From an optimization exercise on the open Yosys and OpenROAD flow, aimed at small area, a short achievable clock period and few clock cycles; shortcuts taken in it are not production practice.
In this exercise RTL edits were held to simulation tests only and were not proved equivalent to the original.

==> design/flow/design.v <==
`timescale 1ns / 1ps
package cle_pkg;
	localparam int DEPTH  = 16;
	localparam int DATA_W = 32;
	localparam int IDX_W = (DEPTH > 1) ? $clog2(DEPTH) : 1;
	localparam int CNT_W = $clog2(DEPTH + 1);
	localparam int CAP_W = 5;
	localparam int LIM_W = (CNT_W > CAP_W) ? CNT_W : CAP_W;
	localparam int OP_W     = 4;
	localparam int ITEM_W   = 32;
	localparam int POS_W    = 4;
	localparam int STATUS_W = 3;
	localparam int CPOS_W   = 5;
	localparam int COUNT_W  = 5;
	localparam int S_DATA_W = 40;
	localparam int M_DATA_W = 48;
	typedef enum logic [OP_W-1:0] {
		OP_INSERT  = 4'd0,
		OP_REMOVE  = 4'd1,
		OP_REPLACE = 4'd2,
		OP_CLEAR   = 4'd3,
		OP_FIRST   = 4'd4,
		OP_LAST    = 4'd5,
		OP_NEXT    = 4'd6,
		OP_PRIOR   = 4'd7,
		OP_READ    = 4'd8,
		OP_MOVE_TO = 4'd9,
		OP_FIND    = 4'd10
	} op_t;
	typedef enum logic [STATUS_W-1:0] {
		ST_OK    = 3'd0,
		ST_FULL  = 3'd1,
		ST_EMPTY = 3'd2,
		ST_RANGE = 3'd3,
		ST_BOUND = 3'd4
	} status_t;
	typedef enum logic [8:0] {
		S_IDLE    = 9'b000000001,
		S_HOLD    = 9'b000000010,
		S_SH_RD   = 9'b000000100,
		S_SH_WR   = 9'b000001000,
		S_PUT     = 9'b000010000,
		S_FRD     = 9'b000100000,
		S_FCMP    = 9'b001000000,
		S_OUT_RD  = 9'b010000000,
		S_OUT_CAP = 9'b100000000
	} state_t;
endpackage
`timescale 1ns / 1ps
module cle_ram #(
	parameter int WIDTH = 32,
	parameter int DEPTH = 16
) (
	input  logic                                      clk,
	input  logic                                      we,
	input  logic [((DEPTH > 1) ? $clog2(DEPTH) : 1)-1:0] waddr,
	input  logic [WIDTH-1:0]                          wdata,
	input  logic [((DEPTH > 1) ? $clog2(DEPTH) : 1)-1:0] raddr,
	output logic [WIDTH-1:0]                          rdata
);
	logic [WIDTH-1:0] mem [DEPTH];
	logic [WIDTH-1:0] rdata_q;
	always_ff @(posedge clk) begin
		if (we) begin
			mem[waddr] <= wdata;
		end
		rdata_q <= mem[raddr];
	end
	assign rdata = rdata_q;
endmodule
`timescale 1ns / 1ps
module cursor_list_engine_unit (
	input  logic                          clk,
	input  logic                          arst_n,
	input  logic                          s_tvalid,
	output logic                          s_tready,
	input  logic [cle_pkg::S_DATA_W-1:0]  s_tdata,   
	input  logic [cle_pkg::OP_W-1:0]      s_tuser,   
	output logic                          m_tvalid,
	input  logic                          m_tready,
	output logic [cle_pkg::M_DATA_W-1:0]  m_tdata,   
	input  logic                          cfg_valid,
	output logic                          cfg_ready,
	input  logic [cle_pkg::CAP_W-1:0]     cfg_data   
);
	localparam int N  = cle_pkg::DEPTH;
	localparam int DW = cle_pkg::DATA_W;
	logic        cmd_v, skid_v;
	logic [3:0]  cmd_op, skid_op;
	logic [31:0] cmd_item, skid_item;
	logic [3:0]  cmd_pos, skid_pos;
	logic        m_valid_q;
	logic        exec;
	logic        accept;
	logic        cmd_load;
	assign s_tready  = !skid_v;
	assign cfg_ready = 1'b1;
	assign accept    = s_tvalid && !skid_v;
	assign exec      = cmd_v && (!m_valid_q || m_tready);
	assign cmd_load  = exec || !cmd_v;
	always_ff @(posedge clk or negedge arst_n) begin
		if (!arst_n) begin
			cmd_v  <= 1'b0;
			skid_v <= 1'b0;
		end else begin
			if (cmd_load) begin
				cmd_v  <= skid_v || accept;
				skid_v <= 1'b0;
			end else if (accept) begin
				skid_v <= 1'b1;
			end
		end
	end
	always_ff @(posedge clk) begin
		if (cmd_load) begin
			cmd_op   <= skid_v ? skid_op   : s_tuser;
			cmd_item <= skid_v ? skid_item : s_tdata[31:0];
			cmd_pos  <= skid_v ? skid_pos  : s_tdata[35:32];
		end
		if (!cmd_load && accept) begin
			skid_op   <= s_tuser;
			skid_item <= s_tdata[31:0];
			skid_pos  <= s_tdata[35:32];
		end
	end
	logic [DW-1:0] ent [N];
	logic [4:0]    cnt_q;      
	logic [4:0]    pos_q;      
	logic [4:0]    cap_q;
	logic [2:0]    status_q;
	logic [DW-1:0] item_q;     
	logic          full_q;
	logic [3:0]    cur;
	logic          empty;
	logic          full;
	logic          last;
	assign cur   = pos_q[3:0];
	assign empty = pos_q[4];
	assign full  = (cap_q > 5'd16) ? cnt_q[4] : (cnt_q >= cap_q);
	assign last  = ({1'b0, cur} == cnt_q - 5'd1);
	always_ff @(posedge clk or negedge arst_n) begin
		if (!arst_n) begin
			cap_q <= 5'd16;
		end else if (cfg_valid) begin
			cap_q <= cfg_data;
		end
	end
	logic op_ins, op_rem, op_rep, op_clr, op_fst, op_lst, op_nxt, op_prv, op_mov, op_fnd;
	assign op_ins = (cmd_op == 4'd0);
	assign op_rem = (cmd_op == 4'd1) && !empty;
	assign op_rep = (cmd_op == 4'd2) && !empty;
	assign op_clr = (cmd_op == 4'd3);
	assign op_fst = (cmd_op == 4'd4) && !empty;
	assign op_lst = (cmd_op == 4'd5) && !empty;
	assign op_nxt = (cmd_op == 4'd6) && !empty;
	assign op_prv = (cmd_op == 4'd7) && !empty;
	assign op_mov = (cmd_op == 4'd9) && !empty;
	assign op_fnd = (cmd_op == 4'd10) && !empty;
	logic       is_empty_err;
	assign is_empty_err = empty && (cmd_op != 4'd0) && (cmd_op != 4'd3) && (cmd_op <= 4'd10);
	logic       ins_ok, mov_ok, mov_bad;
	logic [3:0] ins_at;
	assign ins_ok  = op_ins && !full;
	assign ins_at  = empty ? 4'd0 : cur + 4'd1;
	assign mov_bad = op_mov && ({1'b0, cmd_pos} >= cnt_q);
	assign mov_ok  = op_mov && !mov_bad;
	logic [N-1:0] hit;
	logic [N-1:0] win;
	logic         found;
	logic [3:0]   fidx;
	always_comb begin
		for (int i = 0; i < N; i++) begin
			win[i] = (4'(i) >= cur) && (5'(i) < cnt_q);
			hit[i] = win[i] && (ent[i] == cmd_item);
		end
	end
	assign found = |hit;
	always_comb begin
		fidx = 4'd0;
		for (int i = N - 1; i >= 0; i--) begin
			if (hit[i]) fidx = 4'(i);
		end
	end
	logic [DW-1:0] wval;
	assign wval = op_mov ? item_q : cmd_item;
	always_ff @(posedge clk) begin
		if (exec) begin
			for (int i = 0; i < N; i++) begin
				if ((ins_ok && 4'(i) == ins_at) || (op_rep && 4'(i) == cur)
					|| (mov_ok && 4'(i) == cmd_pos)) begin
					ent[i] <= wval;
				end else if ((ins_ok && 4'(i) > ins_at)
					|| (mov_ok && 4'(i) > cmd_pos && 4'(i) <= cur)) begin
					if (i > 0) ent[i] <= ent[(i > 0) ? i - 1 : 0];
				end else if ((op_rem && 4'(i) >= cur)
					|| (mov_ok && 4'(i) >= cur && 4'(i) < cmd_pos)) begin
					if (i < N - 1) ent[i] <= ent[(i < N - 1) ? i + 1 : i];
				end
			end
		end
	end
	logic [3:0]    raddr;
	logic [DW-1:0] rdata;
	always_comb begin
		raddr = cur;
		if (op_rem) raddr = last ? 4'd0 : cur + 4'd1;
		else if (op_fst) raddr = 4'd0;
		else if (op_lst || op_fnd) raddr = 4'(cnt_q - 5'd1);
		else if (op_nxt) raddr = cur + 4'd1;
		else if (op_prv) raddr = cur - 4'd1;
	end
	assign rdata = ent[raddr];
	logic [4:0]    cnt_n;
	logic [4:0]    pos_n;
	logic [2:0]    st_n;
	logic [DW-1:0] item_n;
	always_comb begin
		cnt_n  = cnt_q;
		pos_n  = pos_q;
		st_n   = cle_pkg::ST_OK;
		item_n = item_q;
		if (is_empty_err) begin
			st_n   = cle_pkg::ST_EMPTY;
			item_n = '0;
		end else begin
			unique case (cmd_op)
				4'd0: begin
					if (!ins_ok) begin
						st_n = cle_pkg::ST_FULL;
						if (empty) item_n = '0;
					end else begin
						cnt_n  = cnt_q + 5'd1;
						pos_n  = {1'b0, ins_at};
						item_n = cmd_item;
					end
				end
				4'd1: begin
					cnt_n = cnt_q - 5'd1;
					if (cnt_q == 5'd1) begin
						pos_n  = 5'd31;
						item_n = '0;
					end else begin
						if (last) pos_n = 5'd0;
						item_n = rdata;
					end
				end
				4'd2: item_n = cmd_item;
				4'd3: begin
					cnt_n  = '0;
					pos_n  = 5'd31;
					item_n = '0;
				end
				4'd4: begin
					pos_n  = 5'd0;
					item_n = rdata;
				end
				4'd5: begin
					pos_n  = cnt_q - 5'd1;
					item_n = rdata;
				end
				4'd6: begin
					if (last) st_n = cle_pkg::ST_BOUND;
					else begin
						pos_n  = {1'b0, cur + 4'd1};
						item_n = rdata;
					end
				end
				4'd7: begin
					if (cur == 4'd0) st_n = cle_pkg::ST_BOUND;
					else begin
						pos_n  = {1'b0, cur - 4'd1};
						item_n = rdata;
					end
				end
				4'd9: begin
					if (mov_bad) st_n = cle_pkg::ST_RANGE;
					else pos_n = {1'b0, cmd_pos};
				end
				4'd10: begin
					if (found) begin
						pos_n  = {1'b0, fidx};
						item_n = cmd_item;
					end else begin
						pos_n  = cnt_q - 5'd1;
						st_n   = cle_pkg::ST_BOUND;
						item_n = rdata;
					end
				end
				default: begin
					if (empty) item_n = '0;
				end
			endcase
		end
	end
	logic full_n;
	assign full_n = (cap_q > 5'd16) ? cnt_n[4] : (cnt_n >= cap_q);
	always_ff @(posedge clk or negedge arst_n) begin
		if (!arst_n) begin
			cnt_q     <= '0;
			pos_q     <= 5'd31;
			m_valid_q <= 1'b0;
		end else begin
			if (exec) begin
				cnt_q <= cnt_n;
				pos_q <= pos_n;
			end
			if (exec) m_valid_q <= 1'b1;
			else if (m_tready) m_valid_q <= 1'b0;
		end
	end
	always_ff @(posedge clk) begin
		if (exec) begin
			status_q <= st_n;
			item_q   <= item_n;
			full_q   <= full_n;
		end
	end
	assign m_tvalid = m_valid_q;
	assign m_tdata  = {1'b0, full_q, pos_q[4], cnt_q, pos_q, item_q, status_q};
endmodule
==> design/flow/run.sh <==
#!/bin/bash
# synth_recipe.tcl (not shown) runs the flow's synth.tcl, then flattens the netlist and writes it again
# the make line also repeats each setting of config.mk as NAME=value (left out here)
make -C /OpenROAD-flow-scripts/flow DESIGN_CONFIG=/design/flow/config.mk WORK_HOME=/design/flow/orfs CLKGATE_MAP_FILE= SYNTH_SCRIPT=/design/flow/synth_recipe.tcl finish
==> design/flow/config.mk <==
export PLATFORM = sky130hd
export DESIGN_NAME = cursor_list_engine_unit
export DESIGN_NICKNAME = cursor_list_engine_unit
export VERILOG_FILES = /design/flow/design.v
export SDC_FILE = /design/flow/constraint.sdc
export NUM_CORES = 4
export LEC_CHECK = 0
export CAP_MARGIN = 20
export CORE_MARGIN = 2
export CORE_UTILIZATION = 30
export PLACE_DENSITY = 0.45
export SLEW_MARGIN = 20
==> design/flow/constraint.sdc <==
create_clock -name core_clock -period 6.0 [get_ports {clk}]
set_input_delay 1.2000 -clock core_clock [delete_from_list [all_inputs] [get_ports {clk}]]
set_output_delay 1.2000 -clock core_clock [all_outputs]
set_load 0.01 [all_outputs]
==> results.cfg <==
[run_status]
status = timing/DRC/antenna clean

[synthesis]
synthTopCellsByArea = edfxtp_1 (42%), mux2i_1 (15%), xor2_1 (6.4%)
synth_edf_count = 628
ys_seq_area_share_pct = 43.4
avgSynthCellArea_um2 = 11.0
synth_top_area_share_pct = 42.4
async_reset_ff_share_pct = 2.79
syn_nets = 4107
ys_warn_count = 2
ys.flop_type = edfxtp_1
netlist_area_um2 = 44500
netlist.top_cell.by_area = edfxtp_1
yosys.cell_types.count = 111
synthCells = 4032
ys_ff_latch = 646

[grt]
globalRoute.busiestLayer = met2
antenna_found_initial = 29
grt_pass1_wl_mm = 382
grt_pass1_vias = 36600
globalRouteMet2Util_pct = 57.8
use_met1_pct = 51.9
grt.total_usage_pct = 38.2
use_met3_pct = 8.06
overflow = 0
grt_start_max_net_pins = 65

[setup_path]
rrSetupSlack_ns = 0.77
cp.required_ns = 6.51
path_class = reg -> reg
arrival_ns = 5.73
crit_fanout = 16
critPathCaptureType = register
setup.worst_path.start_class = register

[pwr]
peakVddDrop_uv = 227
power.total_mw = 20.5
power_leakage_nw = 17.0
powerDensity_nw_per_um2 = 393

[layout]
nets = 4242
fillers = 14900
seqCellArea_um2 = 19300
design_area_um2 = 52200
drive_gt1_share_pct = 16.8
layout.cells.most_common_list = mux2i_1 (671), edfxtp_1 (628), xor2_1 (325)
fin_cells = 6171
final_common_cell = mux2i_1
multi_input_area_um2 = 24000
utilization_pct = 35.4
area_delta_synth_final_pct = 17.4

[sta]
hold_viol_final = 0
min_period_over_period_pct = 87.1
rsz0062_at_grt = false
slew_violations = 0
slew_headroom_pct = 18.5
fmax_mhz = 191
setup_ws_ns = 0.775
setup_viol = 0
worstMarginPinSlew_ns = 1.22
whs_ns = 0.508
fin_setup_tns_ns = 0
skew_ns = 0.0377
finalCriticalPeriod_ns = 5.23

[clock_tree]
cts_buffer_depth = 3
clk_latency_ns = 0.73
cts.sinks = 646
cts_setup_buffers = 0
htreeDepth = 3
cts_resized = 0
cts_buffers = 84
cts_hold_buf = 0
cts_tree = built
clk_pin_slew_ns = 0.06
root_buffer = clkbuf_16

[place]
placed_area_um2 = 49400
io_buffer_count = 98
gp_congestion = 1.08
hpwl_mm = 218
post-place-ws_ns = 1.01
dp.cells = 6010

[floorplanning]
core-area_um2 = 147000
fp.dieW_um = 389
start_util_pct = 30.1
rows = 141
io_pins = 105
die_area_um2 = 151000
die_height_um = 389

[route]
viasPerCell = 6.41
drt_iter0_markers = 6499
via_count = 39600
dr.pass1.iters = 9
drc = 0
wirelength_mm = 296
wire_per_inst_um = 48.0
ant_nets = 0

[flow_run]
cap_viol_max_count = 0

[min_path]
min_path_type = reg -> reg
worst max-delay path, stage by stage (launching register included):
cell       delay (ns)
dfstp_2          0.85
inv_1            0.29
ha_1             0.57
xor2_1           0.28
a21oi_1          0.40
o32ai_4          0.17
buf_4            0.25
a211oi_4         0.79
buf_4            0.44
a22oi_1          0.14
o2111ai_1        0.21
o21ai_1          0.21
a211oi_2         0.36
cell families (layout without fill, tap and decap cells):
logic type,after synthesis,in the layout,share of synthesized area (%)
flip-flops,646,646,43.4
XOR/XNOR,525,525,10.4
buffers and inverters,378,581,4.10
multiplexers,836,836,19.3
AND/OR/NAND/NOR,802,802,9.16
other,2,8,0.0169
AO/OA/AOI/OAI,822,822,13.0
adder cells (fa/ha/maj),21,21,0.591
report_power, final:
part	switching (mW)	internal (mW)	total (mW)
registers	0.728	5.42	6.15
clock network	2.30	2.97	5.27
logic	6.33	2.78	9.11
routing by layer:
| metal | wire (um) | up-vias |
|---|---|---|
| li1 | - | 15600 |
| met1 | 123000 | 20600 |
| met2 | 127000 | 2715 |
| met3 | 28100 | 592 |
| met4 | 17700 | 22 |
| met5 | 143 | - |
cell usage after synthesis (43+ instances only):
master and count:
mux2i_1 681, edfxtp_1 628, xor2_1 325, a21oi_1 282, nor2_1 265, xnor2_1 196, buf_2 166, mux2_2 154
nand2_1 127, clkbuf_1 121, nor4_1 89, a22oi_1 83, nand4_1 76, o21ai_0 69, a211oi_1 59, nand3_1 58
a221oi_1 52, nor3_1 45, and2_1 43
path summary, 6_finish.rpt:
kind / startpoint / to / cells past startpoint
min in group asynchronous: arst_n / cnt_q[3] / 1
max in group asynchronous: arst_n / skid_v / 1
setup reg to reg: pos_q[0] / item_q[6] / 12
hold / removal: cmd_v / m_valid_q / 1
hold reg to reg: cmd_v / m_valid_q / 1
setup / recovery: pos_q[0] / item_q[6] / 12
layout make-up:
| type | count | share of cell area, % |
|---|---|---|
| Multi-Input combinational cell | 3008 | 45.9 |
| Sequential cell | 646 | 37.0 |
| Timing Repair Buffer | 398 | 6.94 |
| Tap cell | 1930 | 4.63 |
| Clock buffer | 100 | 4.26 |
| Clock inverter | 54 | 1.01 |
| Inverter | 29 | 0.209 |
| Antenna cell | 6 | 0.0288 |
state kept, by name, summed over array words and instances, names as in the netlist, 5 cells and up:
| name | count |
|---|---|
| cap_q | 5 |
| ent | 512 |
| skid_item | 32 |
| item_q | 32 |
| cmd_item | 32 |
| pos_q | 5 |
| cnt_q | 5 |
Testbench counts, summed over its fixed seeds: cycles 8,016.

-- static timing again, ports no longer ideal --
In the flow no input, the clock included, has a driving cell. The finished layout below was timed again as built, in two steps. Step 1 assumes that a clkbuf_16 drives the clock port and a buf_2 every other input. Step 2 times the ports against the registers' clock, not the clock port: input delays grow and output delays shrink by t, the midpoint of the rising clock arrivals with the driver on. a / b / c = no drivers / after step 1 / after step 2; a / b = the first two.
t (ns): 0.800
setup WS [ns]: 0.775 / 0.775 / 0.775
clock arrival spread, ns: 0.038 / 0.037
worst slew at a driven data input, ns: 0.05
After both steps setup and hold are still met in this run. The setup slack of this run moves by 0.000 ns with the drivers and by 0.000 ns with both steps.
